From an optimization exercise on the open Yosys and OpenROAD flow, aimed at small area; shortcuts taken in it are not production practice.
RTL that was checked went through simulation tests only; none was proved equivalent to the original.
The flow treats the clock pin as an ideal source. Dropping or thinning the clock tree relies on that and would not hold on a real chip.

==> module beam_former, before the edit <==
module beam_former (
    input  logic                                                aclk,
    input  logic                                                rst_n_i,
    input  logic [l1_trig_pkg::NUM_CHANNELS*l1_trig_pkg::SAMPLE_W-1:0] samples_i,
    output logic [l1_trig_pkg::NUM_BEAMS*l1_trig_pkg::BSUM_W-1:0]      beam_sums_o
);
    localparam int BSUM_W = l1_trig_pkg::BSUM_W;
    logic [4:0] b0, b1, b2, b3;
    logic [4:0] p3;
    logic [5:0] p2;
    logic [6:0] p1;
    logic [5:0] p2_next;
    logic [6:0] p1_next;
    logic [6:0] sum0;
    logic [6:0] sum1;
    assign b0 = samples_i[4:0]   ^ 5'h10;
    assign b1 = samples_i[9:5]   ^ 5'h10;
    assign b2 = samples_i[14:10] ^ 5'h10;
    assign b3 = samples_i[19:15] ^ 5'h10;
    always_comb begin
        logic [1:0] t;
        logic       c;
        c = 1'b0;
        for (int i = 0; i < 5; i++) begin
            t = l1_trig_pkg::fa(p3[i], b2[i], c);
            p2_next[i] = t[0];
            c = t[1];
        end
        p2_next[5] = c;
        c = 1'b0;
        for (int i = 0; i < 5; i++) begin
            t = l1_trig_pkg::fa(p2[i], b1[i], c);
            p1_next[i] = t[0];
            c = t[1];
        end
        t = l1_trig_pkg::fa(p2[5], c, 1'b0);
        p1_next[5] = t[0];
        p1_next[6] = t[1];
        c = 1'b0;
        for (int i = 0; i < 5; i++) begin
            t = l1_trig_pkg::fa(p1[i], b0[i], c);
            sum1[i] = t[0];
            c = t[1];
        end
        t = l1_trig_pkg::fa(p1[5], c, 1'b0);
        sum1[5] = t[0];
        sum1[6] = p1[6] ^ t[1];
    end
    always_comb begin
        logic [1:0] t;
        logic [4:0] s1, c1;
        logic [5:0] s2, c2;
        logic [5:0] ra, rb, rc;
        logic       c;
        for (int i = 0; i < 5; i++) begin
            t = l1_trig_pkg::fa(b0[i], b1[i], b2[i]);
            s1[i] = t[0];
            c1[i] = t[1];
        end
        ra = {1'b0, s1};
        rb = {c1, 1'b0};
        rc = {1'b0, b3};
        for (int i = 0; i < 6; i++) begin
            t = l1_trig_pkg::fa(ra[i], rb[i], rc[i]);
            s2[i] = t[0];
            c2[i] = t[1];
        end
        sum0[0] = s2[0];
        c = 1'b0;
        for (int i = 1; i < 6; i++) begin
            t = l1_trig_pkg::fa(s2[i], c2[i-1], c);
            sum0[i] = t[0];
            c = t[1];
        end
        sum0[6] = c2[5] ^ c;
    end
    always_ff @(posedge aclk) begin
        if (!rst_n_i) begin
            p3 <= 5'd16;
            p2 <= 6'd32;
            p1 <= 7'd48;
        end else begin
            p3 <= b3;
            p2 <= p2_next;
            p1 <= p1_next;
        end
    end
    assign beam_sums_o[0*BSUM_W +: BSUM_W] = sum0;
    assign beam_sums_o[1*BSUM_W +: BSUM_W] = sum1;
endmodule
Settings: LEC_CHECK=0, CAP_MARGIN=20, CORE_MARGIN=2, CORE_UTILIZATION=80, PLACE_DENSITY=0.88, SLEW_MARGIN=20; clock period 5.0 ns.
standard.sh (not shown) runs the stock make flow with config.mk's settings and CLKGATE_MAP_FILE= SYNTH_SCRIPT=/design/flow/synth_recipe.tcl, a recipe that flattens the netlist after the stock synthesis.
==> flow/flow/run.sh <==
#!/bin/bash
# The standard synthesis and layout (standard.sh), with these changes:
#  - the port buffers are buf_1 cells instead of the resizer's default pick,
#  - the clock tree is built by mytree.tcl in place of clock_tree_synthesis:
#    the clock port drives one clkbuf_8, which drives clkbuf_8 leaves, each
#    leaf driving one cluster of about 15 neighbouring flip-flops,
#  - one tie cell drives all constant outputs (no tie fanout repair),
#  - the buffers ABC adds in synthesis are removed at floorplan (the
#    resizer's repair buffers again where it needs to),
#  - after the standard synthesis, invopt.py removes the inverter pairs that
#    Yosys's full-adder extraction leaves around the adders. Registers are
#    untouched; the result is checked against the synthesized netlist with a
#    combinational equivalence proof (flip-flops cut), and dropped if the
#    proof fails.
# Each tool's output goes to its own log in this folder.
set -euo pipefail
export BUFFER_PORTS_ARGS="-buffer_cell sky130_fd_sc_hd__buf_1"
export REMOVE_ABC_BUFFERS=1
export SKIP_REPAIR_TIE_FANOUT=1
YOSYS="${YOSYS_EXE:-$FLOW_HOME/../tools/install/yosys/bin/yosys}"
R=orfs/results/${FLOW_PLATFORM}/l1_trigger_top/base

bash standard.sh synth > synth.log 2>&1

cp "$R/1_2_yosys.v" synth_netlist.v
if python3 flow/invopt.py synth_netlist.v invopt.v > invopt.log 2>&1 &&
   python3 flow/cut_ffs.py synth_netlist.v eq_a.v >> invopt.log 2>&1 &&
   python3 flow/cut_ffs.py invopt.v eq_b.v >> invopt.log 2>&1; then
  cat > eq.ys <<EOT
read_liberty -ignore_miss_func $FLOW_HOME/platforms/sky130hd/lib/sky130_fd_sc_hd__tt_025C_1v80.lib
read_verilog eq_a.v
rename $FLOW_TOP gold
read_verilog eq_b.v
rename $FLOW_TOP gate
proc
flatten
miter -equiv -flatten -make_assert gold gate miter
hierarchy -top miter
sat -verify -prove-asserts miter
EOT
  if "$YOSYS" -s eq.ys > eq.log 2>&1; then
    echo "invopt netlist proven equivalent; using it" >> invopt.log
    cp invopt.v "$R/1_2_yosys.v"
    rm -f "$R/1_synth.odb" "$R/1_synth.sdc"
  else
    echo "equivalence proof failed; keeping the synthesized netlist" >> invopt.log
  fi
fi

# Layout: ORFS's scripts, with cts.tcl's clock_tree_synthesis call replaced
rm -rf myscripts
cp -r "$FLOW_HOME/scripts" myscripts
python3 - <<'PY'
p = "myscripts/cts.tcl"
s = open(p).read()
old = "log_cmd clock_tree_synthesis {*}$cts_args"
assert s.count(old) == 1
s = s.replace(old, "source $::env(MYTREE_TCL)\n"
              "mytree_build sky130_fd_sc_hd__clkbuf_8 sky130_fd_sc_hd__clkbuf_8 15\n"
              "set_propagated_clock [all_clocks]")
open(p, "w").write(s)
PY
export MYTREE_TCL="$PWD/flow/mytree.tcl"
SCRIPTS_DIR="$PWD/myscripts" bash standard.sh > flow.log 2>&1
Other scripts of this flow, unchanged in this note and not shown: flow/flow/cut_ffs.py, flow/flow/invopt.py, flow/flow/mytree.tcl
The first run passed the timing, design-rule and antenna checks.
Then changed:
--- a/flow/design.v
+++ b/flow/design.v
@@ -81,5 +81,4 @@
         logic [5:0] s2, c2;
         logic [5:0] ra, rb, rc;
-        logic       c;
         for (int i = 0; i < 5; i++) begin
             t = l1_trig_pkg::fa(b0[i], b1[i], b2[i]);
@@ -95,12 +94,5 @@
             c2[i] = t[1];
         end
-        sum0[0] = s2[0];
-        c = 1'b0;
-        for (int i = 1; i < 6; i++) begin
-            t = l1_trig_pkg::fa(s2[i], c2[i-1], c);
-            sum0[i] = t[0];
-            c = t[1];
-        end
-        sum0[6] = c2[5] ^ c;
+        sum0 = 7'(s2) + {c2, 1'b0};
     end
     always_ff @(posedge aclk) begin
Wire length shrinks by 4.2%.
Die area hardly moves.
Final area came out lower by 2.0%.
Sequential cell count does not change.
Clock skew decreases by 3.8 ps.
Only the layout flow was run in the first run of this note; the RTL was not checked for function there. In every run of this note, the design's own scripts or RTL, not TritonCTS, make the clock network.

==> separate check: timing with driven ports <==
How much do the figures lean on ideal ports? The routed layouts below were timed once more, with nothing changed but the port constraints.
Step 1 assumes that a clkbuf_16 drives the clock port and a buf_2 every other input.
Step 2, shift: input delay + t, output delay - t, t = (earliest + latest rising clock arrival at the registers) / 2. This alone moves slack from input paths to output paths.
Three values: ideal ports, drivers, drivers and shift; two values: the first two.
run	t (ns)	setup WS [ns]	latest minus earliest clock arrival (ns)
the first run	0.442	0.187 / 0.187 / -0.232	0.025 / 0.025
the second run	0.456	0.389 / 0.389 / -0.029	0.024 / 0.023
With both steps, setup timing fails in the first run and the second run, where it was met with ideal ports. The setup slack of the first run, which loses most, moves by 0.000 ns with the drivers and by -0.419 ns with both steps.
